From an optimization exercise on the open Yosys and OpenROAD flow, aimed at small area; shortcuts taken in it are not production practice.
Function was checked by simulation only, so behaviour that the tests miss may differ from the original.
Power figures rest on the tool's default switching activity, not on a simulated workload.

### design/flow/design.v
package prefetch_buffer_tmr_pkg;
        typedef struct packed {
                logic                  req;
                logic                  branch;
                logic [32-1:0] branch_addr;
                logic                  fetch_ready;
        } fetch_ctrl_t;
        typedef struct packed {
                logic                  gnt;
                logic                  rvalid;
                logic [32-1:0] rdata;
        } mem_rsp_t;
        typedef struct packed {
                logic                  req;
                logic [32-1:0] addr;
        } mem_req_t;
        typedef struct packed {
                logic                  valid;
                logic [32-1:0] rdata;
                logic                  busy;
        } fetch_out_t;
        typedef logic [3-1:0] repl_vec_t;
endpackage
`timescale 1ns/1ps
module prefetch_buffer_core (
        input  logic                                 clk,
        input  logic                                 rst_i,
        input  prefetch_buffer_tmr_pkg::fetch_ctrl_t fetch_ctrl_i,
        input  prefetch_buffer_tmr_pkg::mem_rsp_t    mem_rsp_i,
        output prefetch_buffer_tmr_pkg::fetch_out_t  fetch_o,
        output prefetch_buffer_tmr_pkg::mem_req_t    mem_req_o
);
        localparam int DEPTH  = 2;
        localparam int ADDR_W = 32;
        localparam int DATA_W = 32;
        localparam int CNT_W  = $clog2(DEPTH + 1);
        localparam int PTR_W  = (DEPTH > 1) ? $clog2(DEPTH) : 1;
        localparam logic [ADDR_W-1:0] WORD_STEP = ADDR_W'(4);
        logic              active_q;
        logic [ADDR_W-1:0] addr_q;
        logic [ADDR_W-1:0] br_addr_q;
        logic              pend_q;
        logic              stale_q;
        logic [CNT_W-1:0]  out_cnt_q;
        logic [CNT_W-1:0]  out_cnt_d;
        logic [CNT_W-1:0]  disc_cnt_q;
        logic [CNT_W-1:0]  disc_cnt_d;
        logic [DATA_W-1:0] fifo_mem [DEPTH];
        logic [CNT_W-1:0]  fifo_cnt_q;
        logic [PTR_W-1:0]  rd_ptr_q;
        logic [PTR_W-1:0]  wr_ptr_q;
        logic branch;
        logic can_issue;
        logic req;
        logic gnt_fire;
        logic push;
        logic pop;
        logic valid;
        function automatic logic [PTR_W-1:0] ptr_next(input logic [PTR_W-1:0] ptr);
                if (int'(ptr) == DEPTH - 1) begin
                        ptr_next = '0;
                end else begin
                        ptr_next = ptr + PTR_W'(1);
                end
        endfunction
        assign branch = fetch_ctrl_i.branch;
        assign can_issue = active_q && fetch_ctrl_i.req && !branch
                           && (int'(fifo_cnt_q) + int'(out_cnt_q) < DEPTH);
        assign req      = pend_q || can_issue;
        assign gnt_fire = req && mem_rsp_i.gnt;
        always_comb begin
                out_cnt_d = out_cnt_q + CNT_W'(gnt_fire) - CNT_W'(mem_rsp_i.rvalid);
                if (branch) begin
                        disc_cnt_d = out_cnt_d;
                end else begin
                        disc_cnt_d = disc_cnt_q + CNT_W'(gnt_fire && stale_q)
                                     - CNT_W'(mem_rsp_i.rvalid && (disc_cnt_q != '0));
                end
        end
        always_ff @(posedge clk) begin
                if (rst_i) begin
                        active_q   <= 1'b0;
                        addr_q     <= '0;
                        pend_q     <= 1'b0;
                        stale_q    <= 1'b0;
                        out_cnt_q  <= '0;
                        disc_cnt_q <= '0;
                end else begin
                        out_cnt_q  <= out_cnt_d;
                        disc_cnt_q <= disc_cnt_d;
                        pend_q     <= req && !mem_rsp_i.gnt;
                        if (branch) begin
                                active_q <= 1'b1;
                                if (pend_q && !mem_rsp_i.gnt) begin
                                        stale_q <= 1'b1;
                                end else begin
                                        addr_q  <= fetch_ctrl_i.branch_addr;
                                        stale_q <= 1'b0;
                                end
                        end else if (gnt_fire) begin
                                if (stale_q) begin
                                        addr_q  <= br_addr_q;
                                        stale_q <= 1'b0;
                                end else begin
                                        addr_q <= addr_q + WORD_STEP;
                                end
                        end
                end
        end
        assign push  = mem_rsp_i.rvalid && (disc_cnt_q == '0) && !branch;
        assign valid = (fifo_cnt_q != '0) && !branch;
        assign pop   = valid && fetch_ctrl_i.fetch_ready;
        always_ff @(posedge clk) begin
                if (rst_i) begin
                        fifo_cnt_q <= '0;
                        rd_ptr_q   <= '0;
                        wr_ptr_q   <= '0;
                end else if (branch) begin
                        fifo_cnt_q <= '0;
                        rd_ptr_q   <= '0;
                        wr_ptr_q   <= '0;
                end else begin
                        fifo_cnt_q <= fifo_cnt_q + CNT_W'(push) - CNT_W'(pop);
                        if (push) begin
                                wr_ptr_q <= ptr_next(wr_ptr_q);
                        end
                        if (pop) begin
                                rd_ptr_q <= ptr_next(rd_ptr_q);
                        end
                end
        end
        always_ff @(posedge clk) begin
                if (push) begin
                        fifo_mem[wr_ptr_q] <= mem_rsp_i.rdata;
                end
                if (branch) begin
                        br_addr_q <= fetch_ctrl_i.branch_addr;
                end
        end
        assign mem_req_o.req  = req;
        assign mem_req_o.addr = addr_q;
        assign fetch_o.valid = valid;
        assign fetch_o.rdata = valid ? fifo_mem[rd_ptr_q] : '0;
        assign fetch_o.busy  = (out_cnt_q != '0) || (fifo_cnt_q != '0);
endmodule
`timescale 1ns/1ps
module tmr_voter #(
        parameter int W = 1
) (
        input  logic [3-1:0][W-1:0]       to_vote_i,
        input  prefetch_buffer_tmr_pkg::repl_vec_t broken_i,
        output logic [W-1:0]                       voted_o,
        output prefetch_buffer_tmr_pkg::repl_vec_t block_err_o,
        output logic                               err_detected_o,
        output logic                               err_corrected_o
);
        logic [W-1:0] v0;
        logic [W-1:0] v1;
        logic [W-1:0] v2;
        logic [W-1:0] maj;
        logic [W-1:0] sel;
        assign v0 = to_vote_i[0];
        assign v1 = to_vote_i[1];
        assign v2 = to_vote_i[2];
        assign maj = (v0 & v1) | (v0 & v2) | (v1 & v2);
        always_comb begin
                sel             = maj;
                block_err_o     = '0;
                err_detected_o  = 1'b0;
                err_corrected_o = 1'b0;
                case (broken_i)
                        3'b000: begin
                                block_err_o     = {v2 != maj, v1 != maj, v0 != maj};
                                err_detected_o  = |block_err_o;
                                err_corrected_o = |block_err_o;
                        end
                        3'b001: begin
                                sel            = v1;
                                err_detected_o = (v1 != v2);
                        end
                        3'b010: begin
                                sel            = v0;
                                err_detected_o = (v0 != v2);
                        end
                        3'b100: begin
                                sel            = v0;
                                err_detected_o = (v0 != v1);
                        end
                        default: begin
                                if (!broken_i[0]) begin
                                        sel = v0;
                                end else if (!broken_i[1]) begin
                                        sel = v1;
                                end else if (!broken_i[2]) begin
                                        sel = v2;
                                end else begin
                                        sel = v0;
                                end
                        end
                endcase
        end
        assign voted_o = sel;
endmodule
`timescale 1ns/1ps
module fault_monitor (
        input  logic                               clk,
        input  logic                               rst_i,
        input  prefetch_buffer_tmr_pkg::repl_vec_t out_block_err_i,
        input  prefetch_buffer_tmr_pkg::repl_vec_t req_block_err_i,
        input  logic                               out_detected_i,
        input  logic                               out_corrected_i,
        input  logic                               req_detected_i,
        input  logic                               req_corrected_i,
        input  prefetch_buffer_tmr_pkg::repl_vec_t set_broken_i,
        output prefetch_buffer_tmr_pkg::repl_vec_t is_broken_o,
        output logic                               err_detected_o,
        output logic                               err_corrected_o
);
        localparam int CNT_W = 5;
        localparam logic [CNT_W-1:0] INC     = CNT_W'(4);
        localparam logic [CNT_W-1:0] DEC     = CNT_W'(1);
        localparam logic [CNT_W-1:0] THRESH  = CNT_W'(12);
        localparam logic [CNT_W-1:0] CNT_MAX = '1;
        prefetch_buffer_tmr_pkg::repl_vec_t block_err;
        assign block_err = out_block_err_i | req_block_err_i;
        assign err_detected_o  = out_detected_i | req_detected_i;
        assign err_corrected_o = out_corrected_i | req_corrected_i;
        for (genvar r = 0; r < 3; r++) begin : g_mon
                logic [CNT_W-1:0] cnt_q;
                logic [CNT_W-1:0] cnt_d;
                logic             broken_q;
                always_comb begin
                        if (block_err[r]) begin
                                cnt_d = (cnt_q > CNT_MAX - INC) ? CNT_MAX : cnt_q + INC;
                        end else begin
                                cnt_d = (cnt_q < DEC) ? '0 : cnt_q - DEC;
                        end
                end
                always_ff @(posedge clk) begin
                        if (rst_i) begin
                                cnt_q    <= '0;
                                broken_q <= 1'b0;
                        end else begin
                                cnt_q <= cnt_d;
                                if (set_broken_i[r] || (cnt_d >= THRESH)) begin
                                        broken_q <= 1'b1;
                                end
                        end
                end
                assign is_broken_o[r] = broken_q;
        end
endmodule
`timescale 1ns/1ps
module prefetch_buffer_tmr (
        input  logic                                  clk,
        input  logic                                  rst_i,
        input  logic                                  fetch_req_i,
        input  logic                                  fetch_branch_i,
        input  logic [32-1:0]                 fetch_branch_addr_i,
        input  logic                                  fetch_ready_i,
        input  logic [3-1:0]                 mem_gnt_i,
        input  logic [3-1:0]                 mem_rvalid_i,
        input  logic [3*32-1:0]      mem_rdata_i,
        input  logic [3-1:0]                 set_broken_i,
        output logic                                  fetch_valid_o,
        output logic [32-1:0]                 fetch_rdata_o,
        output logic                                  fetch_busy_o,
        output logic                                  mem_req_o,
        output logic [32-1:0]                 mem_addr_o,
        output logic [3-1:0]                 is_broken_o,
        output logic                                  err_detected_o,
        output logic                                  err_corrected_o
);
        localparam int FW = 32 + 2;
        localparam int RW = 32 + 1;
        prefetch_buffer_tmr_pkg::fetch_ctrl_t fetch_ctrl;
        prefetch_buffer_tmr_pkg::fetch_out_t  fetch_voted;
        prefetch_buffer_tmr_pkg::mem_req_t    req_voted;
        assign fetch_ctrl.req         = fetch_req_i;
        assign fetch_ctrl.branch      = fetch_branch_i;
        assign fetch_ctrl.branch_addr = fetch_branch_addr_i;
        assign fetch_ctrl.fetch_ready = fetch_ready_i;
        logic [3-1:0][FW-1:0] fetch_copy;
        logic [3-1:0][RW-1:0] req_copy;
        prefetch_buffer_tmr_pkg::repl_vec_t out_block_err;
        prefetch_buffer_tmr_pkg::repl_vec_t req_block_err;
        logic      out_detected;
        logic      out_corrected;
        logic      req_detected;
        logic      req_corrected;
        for (genvar g = 0; g < 3; g++) begin : g_repl
                prefetch_buffer_tmr_pkg::mem_rsp_t   rsp;
                prefetch_buffer_tmr_pkg::fetch_out_t fo;
                prefetch_buffer_tmr_pkg::mem_req_t   mr;
                assign rsp.gnt    = mem_gnt_i[g];
                assign rsp.rvalid = mem_rvalid_i[g];
                assign rsp.rdata  = mem_rdata_i[g*32 +: 32];
                prefetch_buffer_core u_core (
                        .clk          (clk),
                        .rst_i        (rst_i),
                        .fetch_ctrl_i (fetch_ctrl),
                        .mem_rsp_i    (rsp),
                        .fetch_o      (fo),
                        .mem_req_o    (mr)
                );
                assign fetch_copy[g] = fo;
                assign req_copy[g]   = mr;
        end
        tmr_voter #(.W(FW)) u_out_voter (
                .to_vote_i       (fetch_copy),
                .broken_i        (is_broken_o),
                .voted_o         (fetch_voted),
                .block_err_o     (out_block_err),
                .err_detected_o  (out_detected),
                .err_corrected_o (out_corrected)
        );
        tmr_voter #(.W(RW)) u_req_voter (
                .to_vote_i       (req_copy),
                .broken_i        (is_broken_o),
                .voted_o         (req_voted),
                .block_err_o     (req_block_err),
                .err_detected_o  (req_detected),
                .err_corrected_o (req_corrected)
        );
        assign fetch_valid_o = fetch_voted.valid;
        assign fetch_rdata_o = fetch_voted.rdata;
        assign fetch_busy_o  = fetch_voted.busy;
        assign mem_req_o     = req_voted.req;
        assign mem_addr_o    = req_voted.addr;
        fault_monitor u_fault_monitor (
                .clk             (clk),
                .rst_i           (rst_i),
                .out_block_err_i (out_block_err),
                .req_block_err_i (req_block_err),
                .out_detected_i  (out_detected),
                .out_corrected_i (out_corrected),
                .req_detected_i  (req_detected),
                .req_corrected_i (req_corrected),
                .set_broken_i    (set_broken_i),
                .is_broken_o     (is_broken_o),
                .err_detected_o  (err_detected_o),
                .err_corrected_o (err_corrected_o)
        );
endmodule
### design/flow/run.sh
#!/bin/bash
# synth_recipe.tcl (not shown) runs the flow's synth.tcl, then flattens the netlist and writes it again
# the make line also repeats each setting of config.mk as NAME=value (left out here)
make -C /OpenROAD-flow-scripts/flow DESIGN_CONFIG=/design/flow/config.mk WORK_HOME=/design/flow/orfs CLKGATE_MAP_FILE= SYNTH_SCRIPT=/design/flow/synth_recipe.tcl finish
### design/flow/config.mk
export PLATFORM = sky130hd
export DESIGN_NAME = prefetch_buffer_tmr
export DESIGN_NICKNAME = prefetch_buffer_tmr
export VERILOG_FILES = /design/flow/design.v
export SDC_FILE = /design/flow/constraint.sdc
export NUM_CORES = 4
export LEC_CHECK = 0
export CAP_MARGIN = 20
export CORE_MARGIN = 2
export CORE_UTILIZATION = 40
export SETUP_SLACK_MARGIN = 0.5
export SLEW_MARGIN = 20
### design/flow/constraint.sdc
create_clock -name core_clock -period 10.0 [get_ports {clk}]
set_input_delay 2.0000 -clock core_clock [delete_from_list [all_inputs] [get_ports {clk}]]
set_output_delay 2.0000 -clock core_clock [all_outputs]
set_load 0.01 [all_outputs]
==> notes.md <==
* Vias in the first global route at 26900
* CP max FO at 15
* CTS root buf: clkbuf_16
* Max-slew violations at 0
* Post-synthesis compound-gate area fraction at 25.1%
* Max clock buf depth at 3
* Top post-synthesis cells by count: 381 x nor2_1, 314 x a21oi_1, 224 x edfxtp_1
* Detailed Route WL at 146000 µm
* Count leader, synth: nor2_1
* CP max stage delay at 610 ps
* # DRC at 0
* Die H at 265 µm
* Post-synthesis mux area share at 5.81%
* Global Route Usage Sum at 40.3%
* DR pass1 iterations at 6
* Via count at 29300
* R2R Path End: u_fault_monitor.g_mon[0].broken_q
* Final setup violation count at 0
* CTS sink cnt at 372
* Initial antenna violation count at 9
* Outcome: finished clean
* Share of cells above drive strength 1 at 8.90%
* Synthesis Warnings at 4
* Post-synth EDFFs at 224
* CP dominant cell by count: inv_1
* DPL Wire Length at 112000 µm
* RSZ-0062 raised after global routing: no
* Core area at 67400 µm²
* Top cell type by total area after synthesis: edfxtp_1
* Resized Gates After CTS at 0
* Mapped Area at 27300 µm²
* Maximum clock rate at 111 MHz
* Worst-path clk slew at 60 ps
* Setup CP Type: in2out
* Num CTS Buffers at 43
* R2r worst-path depth at 14
* Buf/Inv on CP at 4
* Count of cell types in the netlist at 99
* CP Data Arrival Time at 7020 ps
* Synth Area in Adders at 4.98%
* Sequential area share after synthesis at 35.5%
* Register Area at 9700 µm²
* Port Buffer Count at 213
* Syn avg cell area at 8.43 µm²
* Starting density of the core at 40.5%
* Detailed-route vias per instance at 6.92
* Largest family of logic cells by synthesized area: compound AO/OA/AOI/OAI gates
* Critical-path top delay cell: or4_1
* Area Growth Syn to Fin at 15.8%
* Pwr dens at 204 nW/µm²
* Synth Area in Simple Gates at 18.4%
* Post-CTS setup buffers at 0
* Startpoint Class: input pin
* Critical path data required time at 8000 ps
* I/O pin total at 214
* Top cells by area, synth: edfxtp_1 25%, dfxtp_1 11%, a21oi_1 5.8%, nor2_1 5.2%, ha_1 4.7%
* WHS Endpoint: g_repl[1].u_core.active_q
* Final ANT Viol Nets at 0
* Die Area at 70400 µm²
* Final setup margin at 980 ps
* WL/cell at 34.5 µm
* Row cnt at 95
* Cells along the critical path: buf_4, o21bai_2, inv_1, nand2_1, inv_1, ha_1, a21oi_1, a32oi_1, o311ai_0, or4_1, nor4_1, a31o_2, o211ai_1, a221o_1, clkdlybuf4s50_1
* Cells after Synth at 3238
* Setup TNS at 0 ps
* Max-cap viol count at 0
* CP Capture Type: output port
* CTS H-tree lvls at 2
* P_leak at 11.1 nW
* Max-slew headroom at 10.4%
* XOR/XNOR share of the synthesized area at 3.95%
* Area of the multi-input gates at 16000 µm²
* Die width at 265 µm
* Most used routing layer: met1
* Largest net degree at the start of global routing at 65
* Filler cells at 6479
* Syn nets at 3486
* Global-route wire length before repair at 204000 µm
* Overflow after GRT at 0
* Cts hold-fix bufs at 0
* Period utilization at 90.2%
* Actual slew at the worst max-slew pin at 1330 ps
* Final nets at 3573
* Crit-path leading delay family: compound AO/OA/AOI/OAI gates
* Hold Path Origin: g_repl[1].u_core.active_q
* GR Util met2 at 57.1%
* Final hold violations at 0
* GR Layer Usage met1 at 58.1%
* R2r setup slk at 4240 ps
* Clk Latency, worst-skew pair at 600 ps
* CTS tree: yes
* DRT iter0 DRCs at 4858
* Pre-CTS setup slack at 1210 ps
* GRT met3 Usage at 12.3%
* Synth top area share at 24.6%
* Yosys reg bits at 372
* Period minus WS final at 9020 ps
* Gpl congestion at 1.09
* Fin Clk Skew at 34.4 ps
* Async SR Flop Fraction at 0%
* Main synth FF type: edfxtp_1
* WHS Path Cells at 2
* Worst Hold Class: reg2reg
* Max rail drop VDD at 196 µV
-- stage by stage --
step / cell area, µm² / cells / power (W) / hold WS, ps / util, %
after floorplan: 27300 / 3238 / 0.00337 / 433 / -
after global placement: 30200 / 4153 / 0.00471 / 459 / 44.8
after detailed placement: 30200 / 4153 / 0.00473 / 471 / 44.8
after CTS: 31600 / 4233 / 0.00635 / 486 / 46.9
after global routing: 31600 / 4233 / 0.00662 / 527 / 46.9
final: 31600 / 4235 / 0.00645 / 488 / 46.9
-- worst register-to-register path: stages (launching register included) --
cell and delay [ps]:
dfxtp_2 630, buf_4 370, mux2i_1 990, nor2_1 320
ha_1 400, inv_1 130, a21oi_1 50, a2111o_1 380
or4_1 590, or4_4 510, nor4_4 190, a21oi_2 220
or4_1 560, a41oi_2 220, or3_1 130
-- per-layer routing --
layer | part of all wire, % | up-vias
li1 | - | 12400
met1 | 42 | 14400
met2 | 40 | 2207
met3 | 14 | 334
met4 | 3.8 | 6
met5 | 0.037 | -
-- placed cells by master, fill, tap and decap left out, types with 43 or more instances in the layout --
master	instances
a21oi_1	314
nand4_1	43
nand3_1	49
nand2_1	220
dfxtp_1	142
ha_1	103
mux2_2	44
clkdlybuf4s50_1	211
o21ai_0	185
nor2_1	380
xnor2_1	89
a22oi_1	64
o22ai_1	108
nor3_1	55
inv_1	118
clkbuf_16	43
edfxtp_1	224
nor4_1	83
buf_4	116
mux2i_1	101
-- registers in the layout, indices dropped and copies added, names as in the netlist, named ones only --
signal and cells:
g_repl.u_core.br_addr_q 32, g_repl.u_core.fifo_cnt_q 6, g_repl.u_core.addr_q 96, u_fault_monitor.g_mon.broken_q 3, g_repl.u_core.pend_q 3, u_fault_monitor.g_mon.cnt_q 15
g_repl.u_core.rd_ptr_q 3, g_repl.u_core.stale_q 3, g_repl.u_core.fifo_mem 192, g_repl.u_core.out_cnt_q 6, g_repl.u_core.disc_cnt_q 6, g_repl.u_core.active_q 1
g_repl.u_core.wr_ptr_q 3
-- how the worst max path moves through the flow --
stage | startpoint | endpoint | slack [ps] | cells past startpoint
2_1_floorplan | fetch_branch_i | err_detected_o | 2550 | 17
3_3_place_gp | fetch_branch_i | err_detected_o | 1140 | 15
3_5_place_dp | fetch_branch_i | err_detected_o | 1210 | 15
4_1_cts | fetch_branch_i | err_detected_o | 1200 | 15
5_1_grt | fetch_branch_i | err_detected_o | 930 | 15
6_report | fetch_branch_i | err_detected_o | 980 | 15
-- report_power, final --
group	total (W)	switching, W	internal (W)
clock	0.00161	0.000683	0.000928
combinational	0.00289	0.00182	0.00107
sequential	0.00195	0.000207	0.00174
-- area by class of cell --
class	instances	area share [%]
Clock buffer	57	3.66
Inverter	119	1.41
Clock inverter	23	0.799
Antenna cell	2	0.0158
Sequential cell	372	30.7
Timing Repair Buffer	328	9.50
Multi-Input combinational cell	2461	50.5
Tap cell	873	3.45
-- cell families (layout without fill, tap and decap cells) --
| logic type | count (synthesis) | in the layout |
|---|---|---|
| AO/OA/AOI/OAI | 1042 | 1042 |
| AND/OR/NAND/NOR | 1038 | 1038 |
| buffers and inverters | 405 | 527 |
| flip-flops | 372 | 372 |
| multiplexers | 151 | 151 |
| XOR/XNOR | 123 | 123 |
| adder cells (fa/ha/maj) | 107 | 107 |
| other | 0 | 2 |

separate check: timing with driven ports:
Ports are ideal in the flow. The routed layout listed here was re-timed in OpenROAD.
Step 1 sets driving cells, clkbuf_16 on the clock port and buf_2 on the other inputs (assumed; they add their load-dependent delay and slew).
Step 2 adds t to the input delays and takes it off the output delays; t is the mean of the earliest and latest rising clock arrival at the registers after step 1. Input paths then give back, and output paths get back, about the clock's delay inside the block.
Three values: ideal ports, drivers, drivers and shift; two values: the first two.
shift t [ns]: 0.651
setup WS [ns]: 0.980 / 0.915 / 0.915
worst setup path at the end: input to output
latest minus earliest clock arrival (ns): 0.035 / 0.035
worst slew at a driven data input, ns: 0.10
After both steps setup and hold are still met in this run. For this run, drivers alone change the setup slack by -0.065 ns; drivers and shift together by -0.065 ns.
